Source: an optimization exercise on an open RTL-to-GDS flow (aim: small area). Production flows keep margins and buffers that such runs may drop.
RTL that was checked went through simulation tests only; none was proved equivalent to the original.
For runs 1 to 3, only the layout was checked, not whether the RTL still works.
Power figures rest on the tool's default switching activity, not on a simulated workload.

--- design.v ---
package register_file_pkg;
  localparam int RF_N_REGS = 32;
  localparam int RF_DATA_W = 32;
  localparam int RF_ADRS_W = (RF_N_REGS > 1) ? $clog2(RF_N_REGS) : 1;
  localparam int RF_HCYCL = 5;
endpackage
module register_file_rd_port
#(
  parameter int N_REGS = register_file_pkg::RF_N_REGS,
  parameter int DATA_W = register_file_pkg::RF_DATA_W,
  parameter int ADRS_W = register_file_pkg::RF_ADRS_W
) (
  input  logic [ADRS_W-1:0]        rd_adrs,
  input  logic [N_REGS-1:0]        valid,
  input  logic [N_REGS*DATA_W-1:0] regs_flat,
  output logic [DATA_W-1:0]        q
);
  logic [N_REGS-1:0] w_sel;
  genvar gi, gb;
  generate
    for (gi = 0; gi < N_REGS; gi++) begin : g_sel
      assign w_sel[gi] = (rd_adrs == ADRS_W'(gi)) & valid[gi];
    end
    for (gb = 0; gb < DATA_W; gb++) begin : g_bit
      logic [N_REGS-1:0] w_d;
      for (gi = 0; gi < N_REGS; gi++) begin : g_d
        assign w_d[gi] = regs_flat[gi*DATA_W + gb];
      end
      register_file_mux32 u_mux (
        .sel (w_sel),
        .d   (w_d),
        .q   (q[gb])
      );
    end
  endgenerate
endmodule
module register_file_mux32 (
  input  logic [31:0] sel,
  input  logic [31:0] d,
  output logic        q
);
  logic [10:0] w_n;
  logic [2:0]  w_o;
  genvar gi;
  generate
    for (gi = 0; gi < 10; gi++) begin : g_aoi
      register_file_aoi222 u_aoi (
        .a1 (sel[3*gi]),   .a2 (d[3*gi]),
        .b1 (sel[3*gi+1]), .b2 (d[3*gi+1]),
        .c1 (sel[3*gi+2]), .c2 (d[3*gi+2]),
        .y  (w_n[gi])
      );
    end
  endgenerate
  register_file_aoi22 u_aoi_last (
    .a1 (sel[30]), .a2 (d[30]),
    .b1 (sel[31]), .b2 (d[31]),
    .y  (w_n[10])
  );
  register_file_nand4 u_nand_0 (.a (w_n[0]), .b (w_n[1]), .c (w_n[2]), .d (w_n[3]), .y (w_o[0]));
  register_file_nand4 u_nand_1 (.a (w_n[4]), .b (w_n[5]), .c (w_n[6]), .d (w_n[7]), .y (w_o[1]));
  register_file_nand3 u_nand_2 (.a (w_n[8]), .b (w_n[9]), .c (w_n[10]), .y (w_o[2]));
  register_file_or3   u_or     (.a (w_o[0]), .b (w_o[1]), .c (w_o[2]), .y (q));
endmodule
module register_file_aoi222 (
  input  logic a1, a2, b1, b2, c1, c2,
  output logic y
);
  assign y = ~((a1 & a2) | (b1 & b2) | (c1 & c2));
endmodule
module register_file_aoi22 (
  input  logic a1, a2, b1, b2,
  output logic y
);
  assign y = ~((a1 & a2) | (b1 & b2));
endmodule
module register_file_nand4 (
  input  logic a, b, c, d,
  output logic y
);
  assign y = ~(a & b & c & d);
endmodule
module register_file_nand3 (
  input  logic a, b, c,
  output logic y
);
  assign y = ~(a & b & c);
endmodule
module register_file_or3 (
  input  logic a, b, c,
  output logic y
);
  assign y = a | b | c;
endmodule
module register_file
#(
  parameter int N_REGS = register_file_pkg::RF_N_REGS,
  parameter int DATA_W = register_file_pkg::RF_DATA_W,
  parameter int ADRS_W = register_file_pkg::RF_ADRS_W
) (
  input  logic              clk_cpu,
  input  logic              reset,
  input  logic [ADRS_W-1:0] rd_adrs_a,
  input  logic [ADRS_W-1:0] rd_adrs_b,
  input  logic [ADRS_W-1:0] wr_adrs,
  input  logic [DATA_W-1:0] wr_data,
  input  logic              wr_en,
  output logic [DATA_W-1:0] q_a,
  output logic [DATA_W-1:0] q_b
);
  logic [DATA_W-1:0]        r_regs [N_REGS];
  logic [N_REGS-1:0]        r_valid;
  logic [N_REGS-1:0]        w_we;
  logic [N_REGS*DATA_W-1:0] w_regs_flat;
  genvar gi;
  generate
    for (gi = 0; gi < N_REGS; gi++) begin : g_we
      assign w_we[gi] = wr_en & (wr_adrs == ADRS_W'(gi));
    end
  endgenerate
  always_ff @(posedge clk_cpu) begin
    for (int i = 0; i < N_REGS; i++) begin
      if (w_we[i]) begin
        r_regs[i] <= wr_data;
      end
    end
  end
  always_ff @(posedge clk_cpu or posedge reset) begin
    if (reset) begin
      r_valid <= '0;
    end else begin
      r_valid <= r_valid | w_we;
    end
  end
  generate
    for (gi = 0; gi < N_REGS; gi++) begin : g_flat
      assign w_regs_flat[gi*DATA_W +: DATA_W] = r_regs[gi];
    end
  endgenerate
  register_file_rd_port #(
    .N_REGS (N_REGS),
    .DATA_W (DATA_W),
    .ADRS_W (ADRS_W)
  ) u_rd_port_a (
    .rd_adrs   (rd_adrs_a),
    .valid     (r_valid),
    .regs_flat (w_regs_flat),
    .q         (q_a)
  );
  register_file_rd_port #(
    .N_REGS (N_REGS),
    .DATA_W (DATA_W),
    .ADRS_W (ADRS_W)
  ) u_rd_port_b (
    .rd_adrs   (rd_adrs_b),
    .valid     (r_valid),
    .regs_flat (w_regs_flat),
    .q         (q_b)
  );
endmodule
--- run.sh ---
#!/bin/bash
# synth_recipe.tcl (not shown) runs the flow's synth.tcl, then flattens the netlist and writes it again
# the make line also repeats each setting of config.mk as NAME=value (left out here)
make -C /OpenROAD-flow-scripts/flow DESIGN_CONFIG=/design/flow/config.mk WORK_HOME=/design/flow/orfs CLKGATE_MAP_FILE= SYNTH_SCRIPT=/design/flow/synth_recipe.tcl finish
--- config.mk ---
export PLATFORM = sky130hd
export DESIGN_NAME = register_file
export DESIGN_NICKNAME = register_file
export VERILOG_FILES = /design/flow/design.v
export SDC_FILE = /design/flow/constraint.sdc
export NUM_CORES = 4
export LEC_CHECK = 0
export CAP_MARGIN = 20
export CORE_MARGIN = 2
export CORE_UTILIZATION = 60
export PLACE_DENSITY = 0.7
export SLEW_MARGIN = 20
export SYNTH_HIERARCHICAL = 1
export SYNTH_MINIMUM_KEEP_SIZE = 0
--- constraint.sdc ---
create_clock -name core_clock -period 6.0 [get_ports {clk_cpu}]
set_input_delay 1.2000 -clock core_clock [delete_from_list [all_inputs] [get_ports {clk_cpu}]]
set_output_delay 1.2000 -clock core_clock [all_outputs]
set_load 0.01 [all_outputs]
==> out/results.ini, run 1 <==
[critical_path]
r2r-end = r_valid[29]
cp_max_fo = 32
cp-start-kind = primary input
crit_path_end_kind = output port
cp-startpoint = rd_adrs_a[0]
rr_worst_depth = 1
cp.required_ps = 4800
reg2reg_setup_slack_ps = 5250
critical_path_class = in -> out
cp_data_arrival_time_ps = 4690
reg2reg_from = r_valid[29]

[clocking]
htree_num_levels = 3
numClockSinks = 1056
tritoncts = yes
cts_buffers = 104
clockRootBuffer = clkbuf_16
clk_latency_ps = 650
cts_buffer_depth = 3
post_cts_buffers = 0
holdBufCountCts = 0
post_cts_resized = 0
path_clk_slew_ps = 60

[layout]
stdcell_area_um2 = 48370
drive_above_1_share = 0.1633
nNetsFinal = 2566
nFillCells = 4318
multi_input_area_um2 = 10160
seqCellArea_um2 = 31550
synthToLayoutAreaGrowth_pct = 16.60

[timing]
rsz0062_at_grt = false
timing.fmax_mhz = 169.7
worst_pin_slew_ps = 1314
hold_viol_final = 0
maxSlewViolCount = 0
finalCritPeriodShare = 0.9821
slew_headroom = 0.1242
tns_ps = 0
period_needed_ps = 5893
hold_ws_ps = 492.7
finClkSkew_ps = 0
final-setup-viol-count = 0

[job]
max-cap-violations = 0

[floorplan]
core_um2 = 68470
initial_utilization = 0.6059
die_h_um = 266.9
die_area_um2 = 71250
rows = 96
io_pins = 114
die_w_um = 266.9

[synthesis]
synthTopCellsByArea = edfxtp_1, a222oi_1, nand4_1
avgSynthCellArea_um2 = 18.82
async_reset_ff_frac = 0.03030
ys_seq_area_frac = 0.7606
syn_inst = 2204
synth_most_common_cell = edfxtp_1
synth_flop_cell = edfxtp_1
ys_types = 30
yosysWarnings = 8
synth_top_area_cell = edfxtp_1
ys_seq_elements = 1056
synth_edf_count = 1024
syn_nets = 2254
synth_common_cells = edfxtp_1, a222oi_1, nand4_1
yosysTopAreaCellShare = 0.7413
synth.cell_area_um2 = 41480

[min_path]
min_path_cells = 1
min_from = r_valid[15]
hold_path.class = reg -> reg
min_to = r_valid[15]

[place]
placed_area_um2 = 45030
port_buffers = 113
routabilityCongestion = 1.043
dp_hpwl_um = 89400

[pwr]
clkPwrFrac = 0.411
p_leak_uw = 0.01521
p_total_uw = 15800
p_seq_frac = 0.526
p_sw_uw = 3454
p_sw_frac = 0.2187
ir_drop_mv = 0.3029
power.internal_uw = 12340
power_frac_comb = 0.063
p_per_area_nw_per_um2 = 326.6

[routing]
wl_um = 155800
viasPerCell = 8.960
vias = 31250
drt_iter0_drc = 9377
post_drt_wl_per_cell_um = 44.69
drt_pass1_iterations = 15
route.detailed.drc = 0
drtAntennaViolNets = 0

[global_routing]
antenna_found_initial = 10
grt_pass1_vias = 30180
overflow = 0
grt_max_degree = 33
grt_pass1_wl_um = 213700
grt_usage = 0.4311

[run_status]
outcome = timing/DRC/antenna clean

cells by family (layout without fill, tap and decap cells):
family / Yosys count / count (layout) / share of synthesized area
AOI/OAI and AO/OA: 736 / 736 / 0.1799
buffers and inverters: 16 / 414 / 0.001870
DFF: 1056 / 1056 / 0.7606
other: 0 / 3 / 0
and+or+nand+nor: 396 / 396 / 0.05764
worst max-delay path, stage by stage:
cell             delay [ps]
clkdlybuf4s50_1         660
nor2b_1                 470
and3_2                 1060
a222oi_1                270
nand4_1                 220
or3_1                   220
clkdlybuf4s50_1         580
power by group through the flow:
stage,registers [uW],logic [uW],clock network [uW]
floorplan,8430,374,0
global placement,8450,926,0
detailed placement,8460,939,0
CTS,8310,948,6490
global route,8320,1000,6790
finish,8310,988,6490
through the flow:
| step | setup slack (ps) | std cells | utilization |
|---|---|---|---|
| floorplan | 1832 | 2204 | - |
| global placement | 405.4 | 3292 | 0.6577 |
| detailed placement | 349.3 | 3292 | 0.6577 |
| global route | 168.2 | 3486 | 0.7064 |
| finish | 107.3 | 3487 | 0.7065 |
| CTS | 337.6 | 3484 | 0.7070 |
cell usage in the layout (no fill, tap or decap), types with 32 or more instances in the layout:
cell and count:
clkdlybuf4s50_1 104, dfrtp_1 32, nand4_1 129, a222oi_1 640, and3_2 55, buf_4 86
a22oi_2 64, nor2_4 32, nand3_1 64, or3_1 64, edfxtp_1 1024, clkbuf_16 106
Yosys stat by module (local to each module, per instance), excerpt:
module,flops+latches,area (um2),copies in the design
register_file_nand3,0,5.005,64
register_file_aoi222,0,10.01,640
register_file,1056,32100,1
register_file_or3,0,6.256,64
register_file_nand4,0,6.256,128
register_file_aoi22,0,12.51,64
sequential cells by signal (all words and copies together) (netlist names):
| signal | count |
|---|---|
| r_valid | 32 |
| r_regs | 1024 |
metal layers:
| layer | wire length, um | part of all wire | track usage | vias up |
|---|---|---|---|---|
| met5 | 172 | 0.0011 | 0.01733 | - |
| met1 | 48840 | 0.31 | 0.5563 | 15120 |
| li1 | - | - | - | 11610 |
| met2 | 65230 | 0.42 | 0.6089 | 3785 |
| met4 | 9839 | 0.063 | 0.2217 | 10 |
| met3 | 31760 | 0.20 | 0.2044 | 722 |
worst max-delay path by stage:
stage,to
2_1_floorplan,q_a[0]
5_1_grt,q_a[12]
3_3_place_gp,q_a[14]
4_1_cts,q_a[31]
6_report,q_a[30]
3_5_place_dp,q_a[8]
cell type report:
| cell class | count | share of cell area |
|---|---|---|
| Clock buffer | 138 | 0.05753 |
| Antenna cell | 3 | 0.0001552 |
| Sequential cell | 1056 | 0.6523 |
| Clock inverter | 54 | 0.01224 |
| Inverter | 1 | 0.00007760 |
| Multi-Input combinational cell | 1132 | 0.2100 |
| Timing Repair Buffer | 221 | 0.04491 |
| Tap cell | 882 | 0.02282 |
==> run 2, diff against run 1 <==
==> flow/run.sh (new file) <==
#!/bin/bash
# Own layout flow: the standard ORFS flow (standard.sh, unchanged synthesis), with
#  - the smallest buffer on the ports (every port still gets one),
#  - CTS with small leaf buffers and no dummy loads.
# Each make run writes its full output to a log file in the work folder; ORFS's own
# per-step logs stay under orfs/logs/.
set -euo pipefail
cd "$(dirname "$0")/.."
bash standard.sh synth > flow_synth.log 2>&1
bash standard.sh \
  BUFFER_PORTS_ARGS="-buffer_cell sky130_fd_sc_hd__buf_1" \
  CTS_ARGS="-sink_clustering_enable -repair_clock_nets -dont_use_dummy_load -buf_list sky130_fd_sc_hd__clkbuf_4 -sink_clustering_size 10 -sink_clustering_max_diameter 50" \
  finish > flow_layout.log 2>&1
==> standard.sh (new file) <==
#!/bin/bash
# synth_recipe.tcl (not shown) runs the flow's synth.tcl, then flattens the netlist and writes it again
# the make line also repeats each setting of config.mk as NAME=value (left out here)
make -C /OpenROAD-flow-scripts/flow DESIGN_CONFIG=/design/flow/config.mk WORK_HOME=/design/flow/orfs CLKGATE_MAP_FILE= SYNTH_SCRIPT=/design/flow/synth_recipe.tcl "${@:-finish}"
--- a/config.mk
+++ b/config.mk
@@ -7,8 +7,7 @@
 export LEC_CHECK = 0
 export CAP_MARGIN = 20
 export CORE_MARGIN = 2
-export CORE_UTILIZATION = 60
-export PLACE_DENSITY = 0.7
+export CORE_UTILIZATION = 35
 export SLEW_MARGIN = 20
 export SYNTH_HIERARCHICAL = 1
 export SYNTH_MINIMUM_KEEP_SIZE = 0
removed: run.sh
==> out/results.ini, run 2 <==
[run_status]
outcome = timing/DRC/antenna clean

[synthesis]
synth_top_family_by_area = compound AO/OA/AOI/OAI gates
synth.cell_area_um2 = 41480  ; unchanged
synth-simple-area-share = 0.05764  ; unchanged
async_reset_ff_frac = 0.03030  ; unchanged
yosys.area_share.adder = 0  ; unchanged
synth-xor-area-share = 0  ; unchanged
ys_seq_elements = 1056  ; unchanged
synth_edf_count = 1024  ; unchanged
yosysWarnings = 8  ; unchanged
synth_flop_cell = edfxtp_1
synth_top_area_cell = edfxtp_1
synth_common_cells = edfxtp_1, a222oi_1, nand4_1
ys_seq_area_frac = 0.7606  ; unchanged
yosysTopAreaCellShare = 0.7413  ; unchanged
avgSynthCellArea_um2 = 18.82  ; unchanged
synth_most_common_cell = edfxtp_1
syn_nets = 2254  ; unchanged
synthTopCellsByArea = edfxtp_1, a222oi_1, nand4_1
ys_types = 30  ; unchanged
synth_mux_area_frac = 0  ; unchanged
synth-compound-area-share = 0.1799  ; unchanged
syn_inst = 2204  ; unchanged

[critical_path]
crit_path_end_kind = output port
reg2reg_from = r_valid[28]
cp_max_fo = 18  ; -44%
cp.required_ps = 4800  ; about the same
cp_data_arrival_time_ps = 4020  ; -670 ps
critical_path_class = in -> out
cp-startpoint = rd_adrs_a[1]
cp-start-kind = primary input

[timing]
finClkSkew_ps = 0  ; unchanged
slew_headroom = 0.1210  ; -0.003177
worst_pin_slew_ps = 1319  ; +4.766 ps
maxSlewViolCount = 0  ; unchanged
rsz0062_at_grt = false
final-setup-viol-count = 0  ; unchanged
period_needed_ps = 5225  ; -667.9 ps
finalCritPeriodShare = 0.8708  ; -0.1113
tns_ps = 0  ; unchanged
timing.fmax_mhz = 191.4  ; +13%
hold_viol_final = 0  ; unchanged

[floorplan]
die_h_um = 348.3  ; +30%
die_area_um2 = 121300  ; +70%
die_w_um = 348.3  ; +30%
rows = 126  ; +31%
io_pins = 114  ; unchanged
core_um2 = 117800  ; +72%
initial_utilization = 0.3522  ; -0.2536

[place]
routabilityCongestion = 0.9472  ; -9.2%
port_buffers = 113  ; unchanged
dp_hpwl_um = 96030  ; +7.4%

[layout]
layout_commonest_cell = edfxtp_1
final_util = 0.3904  ; -0.3161
largest_reg_flops = 1024  ; unchanged
final_cell_mix = edfxtp_1, a222oi_1, nand4_1, clkbuf_4, buf_1
reg_top3 = r_regs x1024, r_valid x32
top_register = r_regs
nFillCells = 10540  ; +140%
nNetsFinal = 2573  ; +0.27%
synthToLayoutAreaGrowth_pct = 10.83
drive_above_1_share = 0.1654  ; +0.002075

[pwr]
p_sw_frac = 0.2394  ; +0.02075
power_frac_comb = 0.072  ; +0.009
ir_drop_mv = 0.1846  ; -39%
p_seq_frac = 0.674  ; +0.148
power.internal_uw = 9367  ; -24%
clkPwrFrac = 0.255  ; -0.156
p_per_area_nw_per_um2 = 267.9  ; -18%
p_sw_uw = 2949  ; -15%
p_leak_uw = 0.01381  ; -9.2%

[clocking]
clockRootBuffer = clkbuf_4
post_cts_resized = 0  ; unchanged
path_clk_slew_ps = 110  ; +50 ps
cts_buffer_depth = 3  ; unchanged
post_cts_buffers = 0  ; unchanged
cts_buffers = 119  ; +14%
tritoncts = yes
numClockSinks = 1056  ; unchanged
htree_num_levels = 3  ; unchanged
holdBufCountCts = 0  ; unchanged
clk_latency_ps = 1030  ; +380 ps

[global_routing]
grt_max_degree = 33  ; unchanged
grt_usage = 0.2637  ; -0.1674
grt_pass1_wl_um = 225700  ; +5.6%
grt_pass1_vias = 30150  ; -0.076%
overflow = 0  ; unchanged
antenna_found_initial = 7  ; -3

[job]
max-cap-violations = 0  ; unchanged

[routing]
post_drt_wl_per_cell_um = 41.05  ; -8.1%
viasPerCell = 7.632  ; -15%
drtAntennaViolNets = 0  ; unchanged
wl_um = 166800  ; +7.0%
drt_iter0_drc = 8161  ; -13%
vias = 31000  ; -0.78%
drt_pass1_iterations = 14  ; -1
route.detailed.drc = 0  ; unchanged

[min_path]
hold_path.class = in -> async

[run 2: cell counts after synthesis]
No cell type changed its count.
[run 2: through the flow]
| stage | setup slack, ps | instances | cell area, um2 | total power (uW) | hold slack, ps |
|---|---|---|---|---|---|
| CTS | 832.6 | 4053 | 45830 | 12320 | 202.3 |
| finish | 775.2 | 4062 | 45970 | 12320 | 228.4 |
| floorplan | 1832 | 2204 | 41480 | 8803 | 447.9 |
| global route | 750.9 | 4059 | 45960 | 12660 | 235.2 |
| global placement | 902.9 | 3933 | 44910 | 9288 | 470.7 |
| detailed placement | 841.0 | 3934 | 44930 | 9313 | 472.1 |
[run 2: Yosys stat by module (local to each module, per instance), excerpt]
module                area, um2  times used  cells inside
register_file             32100           1          1148
register_file_or3         6.256          64             1
register_file_aoi222      10.01         640             1
register_file_nand3       5.005          64             1
register_file_nand4       6.256         128             1
register_file_aoi22       12.51          64             1
[run 2: layout make-up]
class	instances	area (um2)	share of cell area
inverters	1	3.754	0.00008165
flip-flops and latches	1056	31550	0.6863
multi-input cells	1132	10200	0.2218
well taps	1536	1922	0.04180
repair buffers	213	1393	0.03029
diodes	5	12.51	0.0002722
clock buffers	119	893.4	0.01943
[run 2: critical path, cell delays in order]
cell,delay [ps]
buf_1,250
nor2_1,180
and3_2,510
buf_12,300
a222oi_1,510
nand4_1,410
or3_1,490
buf_1,140
[run 2: kinds of logic after synthesis]
kind of cell | after synthesis
buf+inv | 16
compound gates | 736
simple gates | 396
flops | 1056
[run 2: path summary, 6_finish.rpt]
kind,end,slack (ps),cells after the start
setup / recovery,q_a[5],780,8
hold / removal,r_valid[19],230,3
setup reg to reg,r_valid[28],5230,1
hold reg to reg,r_valid[6],510,1
max in group asynchronous,r_valid[5],5450,3
min in group core_clock,r_valid[6],510,1
[run 2: power by group through the flow]
stage                     combinational (uW)  sequential, uW  clock, uW
after detailed placement                 853            8460          0
after global routing                     908            8310       3440
final                                    881            8300       3130
after floorplan                          374            8430          0
after global placement                   834            8450          0
after CTS                                857            8290       3170
[run 2: per-layer routing]
metal / GRT usage / share of wire / vias up
li1: - / - / 11550
met2: 0.3966 / 0.43 / 3232
met1: 0.3340 / 0.34 / 15550
met4: 0.1444 / 0.064 / 12
met5: 0.004802 / 0.00084 / -
met3: 0.08991 / 0.16 / 653
==> run 3, diff against run 2 <==
--- a/flow/run.sh
+++ b/flow/run.sh
@@ -9,5 +9,5 @@
 bash standard.sh synth > flow_synth.log 2>&1
 bash standard.sh \
   BUFFER_PORTS_ARGS="-buffer_cell sky130_fd_sc_hd__buf_1" \
-  CTS_ARGS="-sink_clustering_enable -repair_clock_nets -dont_use_dummy_load -buf_list sky130_fd_sc_hd__clkbuf_4 -sink_clustering_size 10 -sink_clustering_max_diameter 50" \
+  CTS_ARGS="-sink_clustering_enable -repair_clock_nets -dont_use_dummy_load -buf_list sky130_fd_sc_hd__clkbuf_8 -sink_clustering_size 16" \
   finish > flow_layout.log 2>&1
--- a/config.mk
+++ b/config.mk
@@ -7,7 +7,8 @@
 export LEC_CHECK = 0
 export CAP_MARGIN = 20
 export CORE_MARGIN = 2
-export CORE_UTILIZATION = 35
+export CORE_UTILIZATION = 50
+export PLACE_DENSITY = 0.65
 export SLEW_MARGIN = 20
 export SYNTH_HIERARCHICAL = 1
 export SYNTH_MINIMUM_KEEP_SIZE = 0
==> out/results.ini, run 3 <==
[timing]
tns_ps = 0  ; unchanged
period_needed_ps = 5127  ; -98.20 ps
maxSlewViolCount = 0  ; unchanged
hold_viol_final = 0  ; unchanged
finClkSkew_ps = 0  ; unchanged
hold_ws_ps = 481.9  ; +253.6 ps
rsz0062_at_grt = false
worst_pin_slew_ps = 1330  ; +11.08 ps
timing.fmax_mhz = 195.1  ; +1.9%
slew_headroom = 0.1136  ; -0.007386
finalCritPeriodShare = 0.8544  ; -0.01637
final-setup-viol-count = 0  ; unchanged

[floorplan]
io_pins = 114  ; unchanged
die_h_um = 292.0  ; -16%
die_w_um = 292.0  ; -16%
core_um2 = 82110  ; -30%
rows = 105  ; -17%
initial_utilization = 0.5052  ; +0.1530
die_area_um2 = 85280  ; -30%

[clocking]
cts_buffer_depth = 3  ; unchanged
tritoncts = yes
numClockSinks = 1056  ; unchanged
post_cts_resized = 0  ; unchanged
cts_buffers = 161  ; +35%
clk_latency_ps = 760  ; -270 ps
htree_num_levels = 4  ; +1
clockRootBuffer = clkbuf_8
post_cts_buffers = 0  ; unchanged
path_clk_slew_ps = 60  ; -50 ps
holdBufCountCts = 0  ; unchanged

[layout]
multi_input_area_um2 = 10170  ; -0.22%
seqCellArea_um2 = 31550  ; unchanged
top_register = r_regs
final_cell_mix = edfxtp_1, a222oi_1, clkbuf_8, nand4_1, buf_1
largest_reg_flops = 1024  ; unchanged
reg_top3 = r_regs x1024, r_valid x32
nNetsFinal = 2577  ; +0.16%
synthToLayoutAreaGrowth_pct = 11.56
nFillCells = 6122  ; -42%
stdcell_count = 3601  ; -11%
layout_commonest_cell = edfxtp_1
drive_above_1_share = 0.1699  ; +0.004490

[place]
dp_hpwl_um = 88440  ; -7.9%
placed_cells = 3431  ; -13%
port_buffers = 113  ; unchanged
routabilityCongestion = 0.9753  ; +3.0%

[routing]
drt_pass1_iterations = 13  ; -1
post_drt_wl_per_cell_um = 42.45  ; +3.4%
viasPerCell = 8.473  ; +11%
wl_um = 152900  ; -8.3%
drtAntennaViolNets = 0  ; unchanged
drt_iter0_drc = 8197  ; +0.44%
route.detailed.drc = 0  ; unchanged
vias = 30510  ; -1.6%

[global_routing]
grt_usage = 0.3515  ; +0.08779
grt_pass1_vias = 30440  ; +0.94%
grt_pass1_wl_um = 212400  ; -5.9%
grt_max_degree = 33  ; unchanged
antenna_found_initial = 14  ; +7
overflow = 0  ; unchanged

[critical_path]
cp.required_ps = 4800  ; about the same
crit_chain = buf_1 -> and3b_2 -> and3_2 -> a222oi_1 -> nand4_1 -> or3_1 -> buf_1
cp_max_fo = 32  ; +14
critical_path_class = in -> out
cp-start-kind = primary input
cpMostUsedCell = buf_1
crit_path_end_kind = output port
slowest_stage = and3_2
reg2reg_from = r_valid[25]
cp_data_arrival_time_ps = 3930  ; -90 ps
cp-startpoint = rd_adrs_b[0]
reg2reg_setup_slack_ps = 5230  ; about the same
cpPeakStageDelay_ps = 570  ; +60 ps

[synthesis]
ys_types = 30  ; unchanged
synth_edf_count = 1024  ; unchanged
avgSynthCellArea_um2 = 18.82  ; unchanged
syn_inst = 2204  ; unchanged
syn_nets = 2254  ; unchanged
async_reset_ff_frac = 0.03030  ; unchanged
synthTopCellsByArea = edfxtp_1, a222oi_1, nand4_1
yosysTopAreaCellShare = 0.7413  ; unchanged
synth.cell_area_um2 = 41480  ; unchanged
ys_seq_area_frac = 0.7606  ; unchanged
synth_top_area_cell = edfxtp_1
ys_seq_elements = 1056  ; unchanged
synth_common_cells = edfxtp_1, a222oi_1, nand4_1
synth_flop_cell = edfxtp_1
yosysWarnings = 8  ; unchanged
synth_most_common_cell = edfxtp_1

[job]
max-cap-violations = 0  ; unchanged

[pwr]
p_leak_uw = 0.01421  ; +2.9%
power_frac_comb = 0.060  ; -0.012
p_sw_uw = 3143  ; +6.6%
ir_drop_mv = 0.2253  ; +22%
p_total_uw = 13980  ; +13%
p_per_area_nw_per_um2 = 302.0  ; +13%
p_sw_frac = 0.2249  ; -0.01451
p_seq_frac = 0.595  ; -0.079
clkPwrFrac = 0.344  ; +0.089
power.internal_uw = 10830  ; +16%

[min_path]
hold_path.class = in -> async

[run_status]
outcome = timing/DRC/antenna clean

-- run 3: modules after synthesis, one instance, submodules excluded, a selection --
module | cell area (um2) | flip-flops and latches
register_file | 32100 | 1056
register_file_aoi22 | 12.51 | 0
register_file_aoi222 | 10.01 | 0
register_file_nand3 | 5.005 | 0
register_file_nand4 | 6.256 | 0
register_file_or3 | 6.256 | 0
-- run 3: area by class of cell --
class / instances / share of cell area
Tap cell: 1070 / 0.02893
Inverter: 1 / 0.00008112
Antenna cell: 6 / 0.0003245
Sequential cell: 1056 / 0.6818
Timing Repair Buffer: 175 / 0.02109
Multi-Input combinational cell: 1132 / 0.2199
Clock buffer: 161 / 0.04789
-- run 3: final timing paths --
| path | endpoint | depth (start not counted) |
|---|---|---|
| setup / recovery | q_b[27] | 7 |
| hold / removal | r_valid[18] | 3 |
| setup reg to reg | r_valid[25] | 1 |
| hold reg to reg | r_valid[23] | 1 |
| max in group asynchronous | r_valid[3] | 3 |
| min in group core_clock | r_valid[23] | 1 |
-- run 3: routing by layer --
layer | global-route usage | vias up | share of wire
li1 | - | 11520 | -
met1 | 0.4273 | 15080 | 0.32
met2 | 0.5415 | 3208 | 0.45
met3 | 0.1307 | 702 | 0.16
met4 | 0.1983 | 8 | 0.060
met5 | 0.01702 | - | 0.0013
-- run 3: power groups by stage --
stage / sequential (uW) / combinational (uW) / clock [uW]
floorplan: 8430 / 374 / 0
global placement: 8460 / 790 / 0
detailed placement: 8460 / 809 / 0
CTS: 8320 / 811 / 4850
global route: 8320 / 869 / 5140
finish: 8320 / 844 / 4810
-- run 3: logic make-up after synthesis --
| logic type | share of synthesized area |
|---|---|
| compound gates | 0.1799 |
| buf+inv | 0.001870 |
| flops | 0.7606 |
| simple gates | 0.05764 |
-- run 3: through the flow --
step | instance area [um2] | util | worst slack, ps
floorplan | 41480 | - | 1832
detailed placement | 43950 | 0.5352 | 1049
global placement | 43940 | 0.5352 | 1101
CTS | 46160 | 0.5622 | 1049
finish | 46270 | 0.5636 | 873.4
global route | 46270 | 0.5635 | 874.6
-- run 3: worst max-delay path: cells and delay by family --
family          cells  cell delay (ps)
compound gates      1              530
buf+inv             2              440
simple gates        4             1740
==> run 4, diff against run 3 <==
--- a/design.v
+++ b/design.v
@@ -39,8 +39,9 @@
   input  logic [31:0] d,
   output logic        q
 );
-  logic [10:0] w_n;
-  logic [2:0]  w_o;
+  logic [9:0] w_n;
+  logic [2:0] w_o;
+  logic       w_or;
   genvar gi;
   generate
     for (gi = 0; gi < 10; gi++) begin : g_aoi
@@ -52,15 +53,16 @@
       );
     end
   endgenerate
-  register_file_aoi22 u_aoi_last (
+  register_file_nand4 u_nand_0 (.a (w_n[0]), .b (w_n[1]), .c (w_n[2]), .d (w_n[3]), .y (w_o[0]));
+  register_file_nand4 u_nand_1 (.a (w_n[4]), .b (w_n[5]), .c (w_n[6]), .d (w_n[7]), .y (w_o[1]));
+  register_file_nand2 u_nand_2 (.a (w_n[8]), .b (w_n[9]), .y (w_o[2]));
+  register_file_or3   u_or     (.a (w_o[0]), .b (w_o[1]), .c (w_o[2]), .y (w_or));
+  register_file_ao221 u_ao (
     .a1 (sel[30]), .a2 (d[30]),
     .b1 (sel[31]), .b2 (d[31]),
-    .y  (w_n[10])
+    .c  (w_or),
+    .y  (q)
   );
-  register_file_nand4 u_nand_0 (.a (w_n[0]), .b (w_n[1]), .c (w_n[2]), .d (w_n[3]), .y (w_o[0]));
-  register_file_nand4 u_nand_1 (.a (w_n[4]), .b (w_n[5]), .c (w_n[6]), .d (w_n[7]), .y (w_o[1]));
-  register_file_nand3 u_nand_2 (.a (w_n[8]), .b (w_n[9]), .c (w_n[10]), .y (w_o[2]));
-  register_file_or3   u_or     (.a (w_o[0]), .b (w_o[1]), .c (w_o[2]), .y (q));
 endmodule
 module register_file_aoi222 (
   input  logic a1, a2, b1, b2, c1, c2,
@@ -68,11 +70,11 @@
 );
   assign y = ~((a1 & a2) | (b1 & b2) | (c1 & c2));
 endmodule
-module register_file_aoi22 (
-  input  logic a1, a2, b1, b2,
+module register_file_ao221 (
+  input  logic a1, a2, b1, b2, c,
   output logic y
 );
-  assign y = ~((a1 & a2) | (b1 & b2));
+  assign y = (a1 & a2) | (b1 & b2) | c;
 endmodule
 module register_file_nand4 (
   input  logic a, b, c, d,
@@ -80,11 +82,11 @@
 );
   assign y = ~(a & b & c & d);
 endmodule
-module register_file_nand3 (
-  input  logic a, b, c,
+module register_file_nand2 (
+  input  logic a, b,
   output logic y
 );
-  assign y = ~(a & b & c);
+  assign y = ~(a & b);
 endmodule
 module register_file_or3 (
   input  logic a, b, c,
--- a/flow/run.sh
+++ b/flow/run.sh
@@ -9,5 +9,5 @@
 bash standard.sh synth > flow_synth.log 2>&1
 bash standard.sh \
   BUFFER_PORTS_ARGS="-buffer_cell sky130_fd_sc_hd__buf_1" \
-  CTS_ARGS="-sink_clustering_enable -repair_clock_nets -dont_use_dummy_load -buf_list sky130_fd_sc_hd__clkbuf_8 -sink_clustering_size 16" \
+  CTS_ARGS="-sink_clustering_enable -repair_clock_nets -dont_use_dummy_load -buf_list sky130_fd_sc_hd__clkbuf_4 -sink_clustering_size 10 -sink_clustering_max_diameter 50" \
   finish > flow_layout.log 2>&1
--- a/config.mk
+++ b/config.mk
@@ -7,8 +7,8 @@
 export LEC_CHECK = 0
 export CAP_MARGIN = 20
 export CORE_MARGIN = 2
-export CORE_UTILIZATION = 50
-export PLACE_DENSITY = 0.65
+export CORE_UTILIZATION = 40
+export PLACE_DENSITY = 0.5
 export SLEW_MARGIN = 20
 export SYNTH_HIERARCHICAL = 1
 export SYNTH_MINIMUM_KEEP_SIZE = 0
==> out/results.ini, run 4 <==
[job]
max-cap-violations = 0  ; unchanged

[floorplan]
die_area_um2 = 105700  ; +24%
die_w_um = 325.1  ; +11%
io_pins = 114  ; unchanged
die_h_um = 325.1  ; +11%
rows = 117  ; +11%
initial_utilization = 0.4042  ; -0.1010
core_um2 = 102000  ; +24%

[timing]
hold_viol_final = 0  ; unchanged
timing.fmax_mhz = 181.6  ; -6.9%
slew_headroom = 0.1513  ; +0.03771
worst_pin_slew_ps = 1273  ; -56.56 ps
finalCritPeriodShare = 0.9176  ; +0.06318
rsz0062_at_grt = false
maxSlewViolCount = 0  ; unchanged
tns_ps = 0  ; unchanged
final-setup-viol-count = 0  ; unchanged
finClkSkew_ps = 0  ; unchanged
period_needed_ps = 5506  ; +379.1 ps

[critical_path]
slowest_stage = and3_2
cp_data_arrival_time_ps = 4310  ; +380 ps
crit_path_end_kind = output port
r2r-end = r_valid[21]
cpMostUsedCell = buf_1
reg2reg_setup_slack_ps = 5230  ; about the same
crit_chain = buf_1 -> and3b_2 -> and3_2 -> a222oi_1 -> nand4_1 -> or3_1 -> a221o_1 -> buf_1
rr_worst_depth = 1  ; unchanged
reg2reg_from = r_valid[21]
critical_path_class = in -> out
cp.required_ps = 4800  ; about the same
cpPeakStageDelay_ps = 600  ; +30 ps
cp-start-kind = primary input
cp_max_fo = 32  ; unchanged

[synthesis]
synth.cell_area_um2 = 41240  ; -0.58%
synthTopCellsByArea = edfxtp_1, a222oi_1, nand4_1
avgSynthCellArea_um2 = 18.71  ; -0.58%
ys_types = 29  ; -3.3%
synth_most_common_cell = edfxtp_1
yosysTopAreaCellShare = 0.7456  ; +0.004318
synth_top_area_cell = edfxtp_1
ys_seq_area_frac = 0.7650  ; +0.004431
synth_common_cells = edfxtp_1, a222oi_1, nand4_1, nand2_1
syn_inst = 2204  ; unchanged
synth_edf_count = 1024  ; unchanged
syn_nets = 2254  ; unchanged
synth_flop_cell = edfxtp_1
ys_seq_elements = 1056  ; unchanged
async_reset_ff_frac = 0.03030  ; unchanged
yosysWarnings = 8  ; unchanged

[place]
routabilityCongestion = 0.9103  ; -6.7%
placed_area_um2 = 44450  ; +1.1%
port_buffers = 113  ; unchanged
dp_hpwl_um = 91000  ; +2.9%

[clocking]
cts_buffers = 133  ; -17%
clockRootBuffer = clkbuf_4
cts_buffer_depth = 3  ; unchanged
clk_latency_ps = 1100  ; +340 ps
path_clk_slew_ps = 110  ; +50 ps
holdBufCountCts = 0  ; unchanged
htree_num_levels = 4  ; unchanged
tritoncts = yes
post_cts_resized = 0  ; unchanged
post_cts_buffers = 0  ; unchanged
numClockSinks = 1056  ; unchanged

[global_routing]
grt_max_degree = 33  ; unchanged
grt_usage = 0.2885  ; -0.06296
grt_pass1_vias = 28860  ; -5.2%
antenna_found_initial = 6  ; -8
grt_pass1_wl_um = 216000  ; +1.7%
overflow = 0  ; unchanged

[layout]
final_cell_mix = edfxtp_1, a222oi_1, clkbuf_4, nand4_1, buf_1
reg_top3 = r_regs x1024, r_valid x32
stdcell_area_um2 = 45500  ; -1.7%
largest_reg_flops = 1024  ; unchanged
drive_above_1_share = 0.1347  ; -0.03523
layout_commonest_cell = edfxtp_1
top_register = r_regs
nFillCells = 8910  ; +46%
synthToLayoutAreaGrowth_pct = 10.33
nNetsFinal = 2599  ; +0.85%

[min_path]
hold_path.class = in -> async

[pwr]
p_per_area_nw_per_um2 = 277.9  ; -8.0%
ir_drop_mv = 0.1749  ; -22%
p_leak_uw = 0.01407  ; -1.0%

[routing]
route.detailed.drc = 0  ; unchanged
viasPerCell = 7.509  ; -11%
drtAntennaViolNets = 0  ; unchanged
wl_um = 157300  ; +2.9%
drt_iter0_drc = 6604  ; -19%
drt_pass1_iterations = 13  ; unchanged
post_drt_wl_per_cell_um = 40.05  ; -5.7%
vias = 29490  ; -3.3%

[run_status]
outcome = timing/DRC/antenna clean

run 4: cell count changes in the layout (fill, tap and decap cells not counted), sizes merged:
cell    change
nand2      +64
a22oi      -64
buf        +76
clkbuf     -54
diode       +7
nand3      -64
a221o      +64
run 4: per-stage QoR:
stage | worst slack, ps | hold WS, ps | total power [uW] | cells | util
final | 494.3 | 151.9 | 12650 | 3928 | 0.4460
after global routing | 472.0 | 86.87 | 13040 | 3923 | 0.4458
after CTS | 578.3 | 66.14 | 12680 | 3914 | 0.4454
after detailed placement | 584.2 | 469.7 | 9429 | 3781 | 0.4356
after global placement | 551.1 | 465.1 | 9416 | 3781 | 0.4356
after floorplan | 1818 | 447.9 | 8858 | 2204 | -
run 4: how the worst max path moves through the flow:
stage / startpoint / endpoint / slack, ps / cells after the start
global placement: rd_adrs_b[0] / q_b[21] / 550 / 8
detailed placement: rd_adrs_a[1] / q_a[18] / 580 / 8
finish: rd_adrs_a[1] / q_a[18] / 490 / 8
CTS: rd_adrs_b[0] / q_b[21] / 580 / 8
global route: rd_adrs_a[0] / q_a[18] / 470 / 8
floorplan: rd_adrs_a[2] / q_a[0] / 1820 / 6
run 4: modules after synthesis (local to each module, per instance), a selection:
module                flip-flops and latches  area [um2]
register_file                           1056       32100
register_file_ao221                        0       10.01
register_file_aoi222                       0       10.01
register_file_nand2                        0       3.754
register_file_nand4                        0       6.256
register_file_or3                          0       6.256
run 4: power breakdown:
group	total [uW]	leakage (uW)	switching, uW	internal, uW
combinational	1010	0.00386	709	300
sequential	8280	0.00959	72.2	8210
clock	3350	0.000612	2330	1020
total	12600	0.0141	3110	9530
run 4: critical path: cells and delay by family:
family | cells | cell delay [ps]
AND/OR/NAND/NOR | 4 | 1690
AO/OA/AOI/OAI | 2 | 940
buffers and inverters | 2 | 420
run 4: cell families (layout without fill, tap and decap cells):
kind of cell	Yosys count	count (layout)	share of synthesized area
buffers and inverters	16	359	0.001881
other	0	13	0
AO/OA/AOI/OAI	736	736	0.1771
flip-flops	1056	1056	0.7650
AND/OR/NAND/NOR	396	396	0.05604
run 4: area by class of cell:
class	count	area [um2]	area share
Clock buffer	133	998.5	0.02194
Antenna cell	13	32.53	0.0007149
Inverter	1	3.754	0.00008249
Timing Repair Buffer	225	1290	0.02835
Sequential cell	1056	31550	0.6934
Tap cell	1368	1712	0.03762
Multi-Input combinational cell	1132	9916	0.2179
run 4: layer usage:
| layer | vias to the layer above | GRT usage | part of all wire |
|---|---|---|---|
| met5 | - | 0 | 0.000083 |
| met4 | 2 | 0.1269 | 0.044 |
| met3 | 362 | 0.06513 | 0.13 |
| met2 | 2419 | 0.4339 | 0.44 |
| met1 | 15080 | 0.4018 | 0.38 |
| li1 | 11630 | - | - |
==> run 5, diff against run 4 <==
--- a/config.mk
+++ b/config.mk
@@ -7,8 +7,8 @@
 export LEC_CHECK = 0
 export CAP_MARGIN = 20
 export CORE_MARGIN = 2
-export CORE_UTILIZATION = 40
-export PLACE_DENSITY = 0.5
+export CORE_UTILIZATION = 50
+export PLACE_DENSITY = 0.65
 export SLEW_MARGIN = 20
 export SYNTH_HIERARCHICAL = 1
 export SYNTH_MINIMUM_KEEP_SIZE = 0
==> out/results.ini, run 5 <==
[run_status]
outcome = timing/DRC/antenna clean

[critical_path]
cp-start-kind = primary input
crit_path_end_kind = output port
reg2reg_from = r_valid[3]
rr_worst_depth = 1  ; unchanged
cp-endpoint = q_b[2]
cp-startpoint = rd_adrs_b[2]
critical_path_class = in -> out
cp_max_fo = 20  ; -38%
cp.required_ps = 4800  ; about the same
cp_data_arrival_time_ps = 4370  ; +60 ps
reg2reg_setup_slack_ps = 5260  ; +30 ps
r2r-end = r_valid[3]

[place]
routabilityCongestion = 1.029  ; +13%
dp_hpwl_um = 83090  ; -8.7%
port_buffers = 113  ; unchanged

[synthesis]
yosys.area_share.adder = 0  ; unchanged
syn_nets = 2254  ; unchanged
yosysWarnings = 8  ; unchanged
synth_most_common_cell = edfxtp_1
synthTopCellsByArea = edfxtp_1, a222oi_1, nand4_1
async_reset_ff_frac = 0.03030  ; unchanged
ys_types = 29  ; unchanged
synth_common_cells = edfxtp_1, a222oi_1, nand4_1, nand2_1
synth_mux_area_frac = 0  ; unchanged
synth_edf_count = 1024  ; unchanged
synth-xor-area-share = 0  ; unchanged
ys_seq_elements = 1056  ; unchanged
synth-compound-area-share = 0.1771  ; unchanged
yosysTopAreaCellShare = 0.7456  ; unchanged
syn_inst = 2204  ; unchanged
synth_flop_cell = edfxtp_1
ys_seq_area_frac = 0.7650  ; unchanged
synth.cell_area_um2 = 41240  ; unchanged
synth_top_family_by_area = compound AO/OA/AOI/OAI gates
synth_top_area_cell = edfxtp_1
avgSynthCellArea_um2 = 18.71  ; unchanged
synth-simple-area-share = 0.05604  ; unchanged

[pwr]
p_total_uw = 12400  ; -2.0%
p_per_area_nw_per_um2 = 274.0  ; -1.4%
p_leak_uw = 0.01419  ; +0.85%
ir_drop_mv = 0.1617  ; -7.5%

[layout]
final_cell_mix = edfxtp_1, a222oi_1, nand4_1, buf_4, clkbuf_4
drive_above_1_share = 0.1257  ; -0.008983
nNetsFinal = 2606  ; +0.27%
largest_reg_flops = 1024  ; unchanged
layout_commonest_cell = edfxtp_1
synthToLayoutAreaGrowth_pct = 9.711
reg_top3 = r_regs x1024, r_valid x32
top_register = r_regs

[routing]
wl_um = 143300  ; -8.9%
viasPerCell = 8.255  ; +9.9%
drt_pass1_iterations = 14  ; +1
drt_iter0_drc = 7992  ; +21%
post_drt_wl_per_cell_um = 39.42  ; -1.6%
vias = 30000  ; +1.7%
drtAntennaViolNets = 0  ; unchanged
route.detailed.drc = 0  ; unchanged

[timing]
worst_pin_slew_ps = 1231  ; -42.27 ps
period_needed_ps = 5573  ; +67.53 ps
maxSlewViolCount = 0  ; unchanged
rsz0062_at_grt = false
slew_headroom = 0.1795  ; +0.02818
final-setup-viol-count = 0  ; unchanged
hold_viol_final = 0  ; unchanged
tns_ps = 0  ; unchanged
timing.fmax_mhz = 179.4  ; -1.2%
finClkSkew_ps = 0  ; unchanged
finalCritPeriodShare = 0.9289  ; +0.01126

[clocking]
tritoncts = yes
path_clk_slew_ps = 110  ; about the same
holdBufCountCts = 0  ; unchanged
clockRootBuffer = clkbuf_4
cts_buffers = 121  ; -9.0%
post_cts_buffers = 0  ; unchanged
htree_num_levels = 3  ; -1
numClockSinks = 1056  ; unchanged
clk_latency_ps = 980  ; -120 ps
post_cts_resized = 0  ; unchanged
cts_buffer_depth = 3  ; unchanged

[floorplan]
rows = 105  ; -10%
io_pins = 114  ; unchanged
core_um2 = 81850  ; -20%
die_w_um = 291.2  ; -10%
die_h_um = 291.2  ; -10%
initial_utilization = 0.5039  ; +0.09969
die_area_um2 = 84790  ; -20%

[global_routing]
grt_max_degree = 33  ; unchanged
grt_usage = 0.3288  ; +0.04030
overflow = 0  ; unchanged
grt_pass1_vias = 28970  ; +0.37%
antenna_found_initial = 6  ; unchanged
grt_pass1_wl_um = 201500  ; -6.7%

[job]
max-cap-violations = 0  ; unchanged

[min_path]
hold_path.class = in -> async

==> run 5: changes by cell type in the layout (fill, tap and decap cells not counted) <==
cell / change
buf_1: -5
clkbuf_4: -12
clkbuf_2: +1
and3_4: -1
and3_1: +34
buf_4: +13
and3_2: -33
buf_6: +1
diode_2: -3
buf_12: -1
buf_16: +6
buf_2: +4
==> run 5: worst max-delay path: stages <==
cell and delay, ps:
buf_1 170, and3_2 300, and3_1 540, buf_4 400, a222oi_1 500, nand4_1 350
or3_1 490, a221o_1 270, buf_1 130
==> run 5: kinds of logic after synthesis <==
kind of cell           Yosys count
buffers and inverters           16
AOI/OAI and AO/OA              736
and+or+nand+nor                396
DFF                           1056
==> run 5: stage by stage <==
step,setup WS (ps),area [um2],hold WS [ps],utilization,instances
CTS,478.9,45190,245.9,0.5521,3623
detailed placement,491.8,44280,465.6,0.5410,3502
global placement,478.1,44100,462.2,0.5388,3495
global route,396.4,45240,267.8,0.5527,3630
finish,426.8,45250,233.8,0.5528,3634
floorplan,1818,41240,447.9,-,2204
==> run 5: cell type report <==
class / instances / area (um2)
flip-flops and latches: 1056 / 31550
multi-input cells: 1132 / 9869
clock buffers: 121 / 908.4
fillers: 6430 / 36600
well taps: 1070 / 1339
repair buffers: 244 / 1550
inverters: 1 / 3.754
diodes: 10 / 25.02
==> run 5: where the power goes <==
group | switching [uW] | internal [uW] | total, uW | leakage (uW)
combinational | 674 | 301 | 975 | 0.00404
clock | 2220 | 917 | 3140 | 0.000557
sequential | 74.1 | 8210 | 8290 | 0.00959
==> run 5: how the worst min path moves through the flow <==
stage	end	cells after the start	slack (ps)
after floorplan	r_valid[11]	1	450
after global routing	r_valid[17]	3	270
after detailed placement	r_valid[2]	1	470
final	r_valid[29]	3	230
after global placement	r_valid[2]	1	460
after CTS	r_valid[29]	3	250
==> run 5: layer usage <==
metal  global-route usage  wire length (um)  vias up
li1                     -                 -    11610
met1               0.4577             50360    14910
met2               0.4860             62480     3034
met3              0.08429             22160      443
met4               0.1575              8214        2
met5             0.004538                40        -
==> run 5: Yosys stat by module, one instance, submodules excluded, a selection <==
module / flip-flops and latches / cells inside / times used
register_file_or3: 0 / 1 / 64
register_file_nand4: 0 / 1 / 128
register_file: 1056 / 1148 / 1
register_file_aoi222: 0 / 1 / 640
register_file_nand2: 0 / 1 / 64
register_file_ao221: 0 / 1 / 64
==> run 6, diff against run 5 <==
==> flow/run.sh (replaced) <==
#!/bin/bash
# Own layout flow: the standard ORFS flow (standard.sh, unchanged synthesis), with
#  - a small (buf_2) buffer on every port (every port still gets one),
#  - CTS with small leaf buffers and no dummy loads.
# Each make run writes its full output to a log file in the work folder; ORFS's own
# per-step logs stay under orfs/logs/.
set -euo pipefail
cd "$(dirname "$0")/.."
bash standard.sh synth > flow_synth.log 2>&1
bash standard.sh \
  BUFFER_PORTS_ARGS="-buffer_cell sky130_fd_sc_hd__buf_2" \
  CTS_ARGS="-sink_clustering_enable -repair_clock_nets -dont_use_dummy_load -buf_list sky130_fd_sc_hd__clkbuf_4 -sink_clustering_size 10 -sink_clustering_max_diameter 50" \
  finish > flow_layout.log 2>&1
==> out/results.ini, run 6 <==
[global_routing]
overflow = 0  ; unchanged
grt_pass1_vias = 29210  ; +0.83%
grt_max_degree = 33  ; unchanged
grt_pass1_wl_um = 205400  ; +1.9%
grt_usage = 0.3391  ; +0.01027
antenna_found_initial = 7  ; +1

[timing]
timing.fmax_mhz = 183.1  ; +2.0%
worst_pin_slew_ps = 1272  ; +41.52 ps
period_needed_ps = 5461  ; -111.8 ps
finalCritPeriodShare = 0.9102  ; -0.01863
maxSlewViolCount = 0  ; unchanged
slew_headroom = 0.1518  ; -0.02768
rsz0062_at_grt = false
hold_viol_final = 0  ; unchanged
final-setup-viol-count = 0  ; unchanged
tns_ps = 0  ; unchanged
finClkSkew_ps = 0  ; unchanged

[synthesis]
synthTopCellsByArea = edfxtp_1, a222oi_1, nand4_1
ys_types = 29  ; unchanged
ys_seq_area_frac = 0.7650  ; unchanged
yosysTopAreaCellShare = 0.7456  ; unchanged
ys_seq_elements = 1056  ; unchanged
synth_flop_cell = edfxtp_1
synth.cell_area_um2 = 41240  ; unchanged
avgSynthCellArea_um2 = 18.71  ; unchanged
syn_inst = 2204  ; unchanged
syn_nets = 2254  ; unchanged
synth_most_common_cell = edfxtp_1
async_reset_ff_frac = 0.03030  ; unchanged
synth_top_area_cell = edfxtp_1
synth_edf_count = 1024  ; unchanged
synth_common_cells = edfxtp_1, a222oi_1, nand4_1, nand2_1
yosysWarnings = 8  ; unchanged

[pwr]
p_total_uw = 12410  ; about the same
p_per_area_nw_per_um2 = 275.3  ; +0.47%
ir_drop_mv = 0.1904  ; +18%
p_leak_uw = 0.01437  ; +1.3%

[job]
max-cap-violations = 0  ; unchanged

[critical_path]
reg2reg_from = r_valid[0]
critical_path_class = in -> out
reg2reg_setup_slack_ps = 5270  ; about the same
worst-path-stages = 9  ; unchanged
cp_top_family = simple AND/OR/NAND/NOR gates
cp-startpoint = rd_adrs_b[1]
cp_num_buf_inv = 3  ; unchanged
crit_chain = buf_2 -> and3b_2 -> and3_1 -> buf_4 -> a222oi_1 -> nand4_1 -> or3_1 -> a221o_1 -> buf_2
r2r-end = r_valid[0]
crit_path_end_kind = output port
cpMostUsedCell = buf_2
cp_max_fo = 13  ; -35%
cp.required_ps = 4800  ; about the same
cp-start-kind = primary input
rr_worst_depth = 1  ; unchanged
slowest_stage = and3_1
cpPeakStageDelay_ps = 570  ; +30 ps
cp-endpoint = q_b[19]
cp_data_arrival_time_ps = 4260  ; -110 ps

[clocking]
post_cts_buffers = 0  ; unchanged
cts_buffer_depth = 3  ; unchanged
holdBufCountCts = 0  ; unchanged
numClockSinks = 1056  ; unchanged
htree_num_levels = 3  ; unchanged
clk_latency_ps = 990  ; about the same
path_clk_slew_ps = 110  ; about the same
tritoncts = yes
cts_buffers = 119  ; -1.7%
post_cts_resized = 0  ; unchanged
clockRootBuffer = clkbuf_4

[routing]
wl_um = 149400  ; +4.3%
drtAntennaViolNets = 0  ; unchanged
viasPerCell = 8.415  ; +1.9%
drt_iter0_drc = 8577  ; +7.3%
post_drt_wl_per_cell_um = 41.48  ; +5.2%
drt_pass1_iterations = 14  ; unchanged
route.detailed.drc = 0  ; unchanged
vias = 30300  ; +1.0%

[floorplan]
core_um2 = 81850  ; unchanged
die_h_um = 291.2  ; unchanged
die_w_um = 291.2  ; unchanged
io_pins = 114  ; unchanged
rows = 105  ; unchanged
initial_utilization = 0.5039  ; unchanged
die_area_um2 = 84790  ; unchanged

[layout]
drive_above_1_share = 0.1554  ; +0.02975
reg_top3 = r_regs x1024, r_valid x32
nNetsFinal = 2574  ; -1.2%
synthToLayoutAreaGrowth_pct = 9.287
final_cell_mix = edfxtp_1, a222oi_1, nand4_1, clkbuf_4, buf_2
top_register = r_regs
layout_commonest_cell = edfxtp_1
largest_reg_flops = 1024  ; unchanged

[run_status]
outcome = timing/DRC/antenna clean

[place]
port_buffers = 113  ; unchanged
dp_hpwl_um = 84630  ; +1.8%
routabilityCongestion = 0.9544  ; -7.2%

[min_path]
hold_path.class = in -> async

[run 6: cell types whose count changed in the layout (fill, tap and decap cells not counted), moves of 3 or more]
cell,change
buf_2,+109
buf_16,-3
and3_1,+5
and3_2,-5
buf_1,-108
buf_4,-27
[run 6: how the worst min path moves through the flow]
stage | startpoint | end | slack [ps] | cells past startpoint
3_5_place_dp | r_valid[25] | r_valid[25] | 470 | 1
4_1_cts | reset | r_valid[0] | 290 | 3
2_1_floorplan | r_valid[11] | r_valid[11] | 450 | 1
5_1_grt | reset | r_valid[0] | 290 | 3
3_3_place_gp | r_valid[14] | r_valid[14] | 470 | 1
6_report | reset | r_valid[0] | 310 | 3
[run 6: power by group]
group | switching [uW] | internal, uW | total (uW)
combinational | 682 | 315 | 996
sequential | 73.5 | 8210 | 8290
clock | 2220 | 903 | 3120
total | 2980 | 9430 | 12400
[run 6: per-stage QoR]
step	hold slack, ps	setup WS (ps)	std cells	util	instance area, um2
after CTS	288.1	709.3	3587	0.5490	44940
after detailed placement	469.9	717.9	3468	0.5381	44040
after global placement	465.3	748.3	3468	0.5381	44040
final	306.3	538.6	3601	0.5507	45070
after global routing	290.4	575.4	3598	0.5506	45060
after floorplan	447.9	1818	2204	-	41240
[run 6: worst min-delay path: stages]
cell and delay, ps:
buf_2 100, inv_1 50, buf_4 390
[run 6: modules after synthesis (local to each module, per instance), excerpt]
module                cells inside  cell area, um2  copies in the design
register_file_ao221              1           10.01                    64
register_file_nand2              1           3.754                    64
register_file                 1148           32100                     1
register_file_aoi222             1           10.01                   640
register_file_or3                1           6.256                    64
register_file_nand4              1           6.256                   128
[run 6: cells by family after synthesis]
logic type | after synthesis | synth area share
DFF | 1056 | 0.7650
buffers and inverters | 16 | 0.001881
AOI/OAI and AO/OA | 736 | 0.1771
and+or+nand+nor | 396 | 0.05604
[run 6: layout make-up]
type / count / area (um2)
inverters: 1 / 3.754
clock buffers: 119 / 893.4
diodes: 9 / 22.52
flip-flops and latches: 1056 / 31550
multi-input cells: 1132 / 9863
well taps: 1070 / 1339
fillers: 6333 / 36780
repair buffers: 214 / 1399
[run 6: routing by layer]
metal	vias up	wire, um	track usage
met5	-	19	0
met3	555	25940	0.1035
met2	3317	63630	0.4897
met4	4	9851	0.1906
met1	14880	49930	0.4596
li1	11550	-	-
==> run 7, diff against run 6 <==
==> flow/run.sh (replaced) <==
#!/bin/bash
# Own layout flow: the standard ORFS flow (standard.sh, unchanged synthesis), with
#  - a buf_2 buffer on every input port and a buf_1 buffer on every output port
#    (the outputs are buffered right after global placement, see post_gpl.tcl),
#  - CTS with small leaf buffers and no dummy loads.
# Each make run writes its full output to a log file in the work folder; ORFS's own
# per-step logs stay under orfs/logs/.
set -euo pipefail
cd "$(dirname "$0")/.."
bash standard.sh synth > flow_synth.log 2>&1
bash standard.sh \
  BUFFER_PORTS_ARGS="-inputs -buffer_cell sky130_fd_sc_hd__buf_2" \
  POST_GLOBAL_PLACE_TCL="$PWD/flow/post_gpl.tcl" \
  CTS_ARGS="-sink_clustering_enable -repair_clock_nets -dont_use_dummy_load -buf_list sky130_fd_sc_hd__clkbuf_4 -sink_clustering_size 10 -sink_clustering_max_diameter 50" \
  finish > flow_layout.log 2>&1
==> flow/post_gpl.tcl (new file) <==
# Buffer every output port with the smallest buffer once global placement is done
# (the inputs were buffered before placement, by buffer_ports -inputs).
buffer_ports -outputs -buffer_cell sky130_fd_sc_hd__buf_1
==> out/results.ini, run 7 <==
[timing]
tns_ps = 0  ; unchanged
period_needed_ps = 5368  ; -93.69 ps
worst_pin_slew_ps = 1300  ; +28.22 ps
hold_viol_final = 0  ; unchanged
slew_headroom = 0.1330  ; -0.01881
final-setup-viol-count = 0  ; unchanged
maxSlewViolCount = 0  ; unchanged
finalCritPeriodShare = 0.8946  ; -0.01561
finClkSkew_ps = 0  ; unchanged
timing.fmax_mhz = 186.3  ; +1.7%
rsz0062_at_grt = false

[run_status]
outcome = timing/DRC/antenna clean

[synthesis]
async_reset_ff_frac = 0.03030  ; unchanged
synth_top_area_cell = edfxtp_1
synth_common_cells = edfxtp_1, a222oi_1, nand4_1, nand2_1
ys_seq_area_frac = 0.7650  ; unchanged
yosysTopAreaCellShare = 0.7456  ; unchanged
syn_inst = 2204  ; unchanged
synth_most_common_cell = edfxtp_1
ys_seq_elements = 1056  ; unchanged
avgSynthCellArea_um2 = 18.71  ; unchanged
synth_flop_cell = edfxtp_1
ys_types = 29  ; unchanged
yosysWarnings = 8  ; unchanged
synth_edf_count = 1024  ; unchanged
synth.cell_area_um2 = 41240  ; unchanged
syn_nets = 2254  ; unchanged
synthTopCellsByArea = edfxtp_1, a222oi_1, nand4_1

[critical_path]
cp.required_ps = 4800  ; about the same
reg2reg_from = r_valid[2]
critical_path_class = in -> out
crit_path_end_kind = output port
cp_max_fo = 17  ; +4
cp_data_arrival_time_ps = 4170  ; -90 ps
r2r-end = r_valid[2]
rr_worst_depth = 1  ; unchanged
reg2reg_setup_slack_ps = 5280  ; about the same
cp-start-kind = primary input

[place]
placed_area_um2 = 43920  ; -0.28%
port_buffers = 113  ; unchanged
dp_hpwl_um = 86590  ; +2.3%
placed_cells = 3462  ; -0.17%

[job]
max-cap-violations = 0  ; unchanged

[clocking]
clk_latency_ps = 980  ; about the same
path_clk_slew_ps = 120  ; about the same
cts_buffers = 121  ; +1.7%
post_cts_buffers = 0  ; unchanged
post_cts_resized = 0  ; unchanged
htree_num_levels = 3  ; unchanged
numClockSinks = 1056  ; unchanged
cts_buffer_depth = 3  ; unchanged
clockRootBuffer = clkbuf_4
tritoncts = yes
holdBufCountCts = 0  ; unchanged

[routing]
viasPerCell = 8.449  ; +0.40%
drt_pass1_iterations = 17  ; +3
drt_iter0_drc = 8290  ; -3.3%
vias = 30380  ; +0.26%
post_drt_wl_per_cell_um = 42.41  ; +2.2%
drtAntennaViolNets = 0  ; unchanged
wl_um = 152500  ; +2.1%
route.detailed.drc = 0  ; unchanged

[pwr]
clkPwrFrac = 0.254  ; +0.002
p_total_uw = 12420  ; +0.11%
p_per_area_nw_per_um2 = 276.6  ; +0.50%
p_seq_frac = 0.667  ; about the same
power.internal_uw = 9422  ; about the same
p_sw_uw = 2998  ; +0.74%
p_leak_uw = 0.01408  ; -2.0%
power_frac_comb = 0.079  ; about the same
p_sw_frac = 0.2414  ; +0.001516
ir_drop_mv = 0.1663  ; -13%

[global_routing]
grt_usage = 0.3477  ; +0.008574
grt_max_degree = 33  ; unchanged
grt_pass1_wl_um = 210100  ; +2.3%
overflow = 0  ; unchanged
antenna_found_initial = 10  ; +3
grt_pass1_vias = 29130  ; -0.26%

[floorplan]
die_w_um = 291.2  ; unchanged
initial_utilization = 0.5039  ; unchanged
die_area_um2 = 84790  ; unchanged
die_h_um = 291.2  ; unchanged
rows = 105  ; unchanged
io_pins = 114  ; unchanged
core_um2 = 81850  ; unchanged

[layout]
nNetsFinal = 2567  ; -0.27%
layout_commonest_cell = edfxtp_1
top_register = r_regs
final_cell_mix = edfxtp_1, a222oi_1, nand4_1, clkbuf_4, buf_4
largest_reg_flops = 1024  ; unchanged
stdcell_area_um2 = 44900  ; -0.39%
stdcell_count = 3596  ; -0.14%
drive_above_1_share = 0.1288  ; -0.02661
synthToLayoutAreaGrowth_pct = 8.865
reg_top3 = r_regs x1024, r_valid x32

[min_path]
hold_path.class = in -> async

## run 7: cell counts after synthesis
No cell type changed its count.
## run 7: modules after synthesis (local to each module, per instance), excerpt
module	flip-flops and latches	cells
register_file_nand4	0	1
register_file	1056	1148
register_file_or3	0	1
register_file_ao221	0	1
register_file_aoi222	0	1
register_file_nand2	0	1
## run 7: power groups by stage
stage	Clock [uW]	Sequential [uW]	Combinational (uW)
6_report	3160	8290	977
3_3_place_gp	0	8440	879
3_5_place_dp	0	8450	937
2_1_floorplan	0	8430	431
5_1_grt	3440	8300	992
4_1_cts	3170	8280	942
## run 7: worst max-delay path by stage
stage | start | depth (start not counted) | slack, ps | to
final | rd_adrs_b[3] | 9 | 630 | q_b[25]
after floorplan | rd_adrs_a[2] | 6 | 1820 | q_a[0]
after global placement | rd_adrs_a[1] | 7 | 880 | q_a[5]
after detailed placement | rd_adrs_a[1] | 8 | 750 | q_a[5]
after CTS | rd_adrs_a[1] | 8 | 750 | q_a[5]
after global routing | rd_adrs_b[3] | 8 | 650 | q_b[2]
## run 7: routing by layer
| layer | track usage | wire length, um | vias to the layer above |
|---|---|---|---|
| met4 | 0.1843 | 9938 | 10 |
| li1 | - | - | 11550 |
| met1 | 0.4608 | 49790 | 14980 |
| met2 | 0.5163 | 66450 | 3295 |
| met3 | 0.1087 | 26280 | 543 |
| met5 | 0.001702 | 49 | - |
## run 7: stage by stage
stage | setup slack, ps | utilization | hold slack, ps
2_1_floorplan | 1818 | - | 447.9
3_3_place_gp | 882.5 | 0.5337 | 465.0
3_5_place_dp | 753.0 | 0.5366 | 467.5
4_1_cts | 752.3 | 0.5477 | 272.5
5_1_grt | 651.0 | 0.5484 | 281.1
6_report | 632.3 | 0.5485 | 303.8
## run 7: logic make-up after synthesis
logic type             share of synthesized area
AOI/OAI and AO/OA                         0.1771
buffers and inverters                   0.001881
DFF                                       0.7650
and+or+nand+nor                          0.05604
## run 7: worst max-delay path, stage by stage
cell and delay, ps:
buf_2 150, nor3b_2 180, and3_1 620, buf_4 450, a222oi_1 550, nand4_1 140, or3_1 450, a221o_1 290
buf_1 130
## run 7: area by class of cell
| cell class | instances | area [um2] |
|---|---|---|
| timing repair buffer | 205 | 1201 |
| inverter | 1 | 3.754 |
| clock buffer | 121 | 908.4 |
| fill | 6460 | 36950 |
| antenna | 11 | 27.53 |
| multi-input combinational | 1132 | 9867 |
| tap | 1070 | 1339 |
| sequential | 1056 | 31550 |

[afterwards: timing with drivers on the ports]
How much do the figures lean on ideal ports? The routed layouts below were timed once more, with nothing changed but the port constraints. Step 1 (the two cells are an assumption about what drives the block):
set clk [get_ports {clk_cpu}]
set_driving_cell -lib_cell sky130_fd_sc_hd__clkbuf_16 $clk
set_driving_cell -lib_cell sky130_fd_sc_hd__buf_2 [delete_from_list [all_inputs] $clk]
Step 2 moves the port delays by t, midway between the first and last clock arrival at a register: inputs arrive t later, outputs are due t later. That takes back most of the time a late clock gives input paths. Slacks: ideal ports / drivers / drivers and shift; pairs: ideal ports / drivers.
run | t (ns) | setup WS [ns] | worst setup path at the end | slew at the worst register clock pin (ns) | worst slew at a driven data input, ns
run 1 | 0.730 | 0.107 / 0.075 / 0.075 | input to output | 0.07 / 0.07 | 0.22
run 2 | 1.020 | 0.775 / 0.678 / 0.678 | input to output | 0.12 / 0.12 | 0.11
run 3 | 0.849 | 0.873 / 0.826 / 0.826 | input to output | 0.07 / 0.07 | 0.15
run 4 | 1.137 | 0.494 / 0.451 / 0.451 | input to output | 0.12 / 0.12 | 0.06
run 5 | 1.052 | 0.427 / 0.398 / 0.398 | input to output | 0.12 / 0.12 | 0.07
run 6 | 1.018 | 0.539 / 0.516 / 0.516 | input to output | 0.12 / 0.12 | 0.10
run 7 | 1.023 | 0.632 / 0.610 / 0.610 | input to output | 0.12 / 0.12 | 0.12
After both steps every run listed still meets setup and hold. For run 2, which loses most, drivers alone change the setup slack by -0.097 ns; drivers and shift together by -0.097 ns.
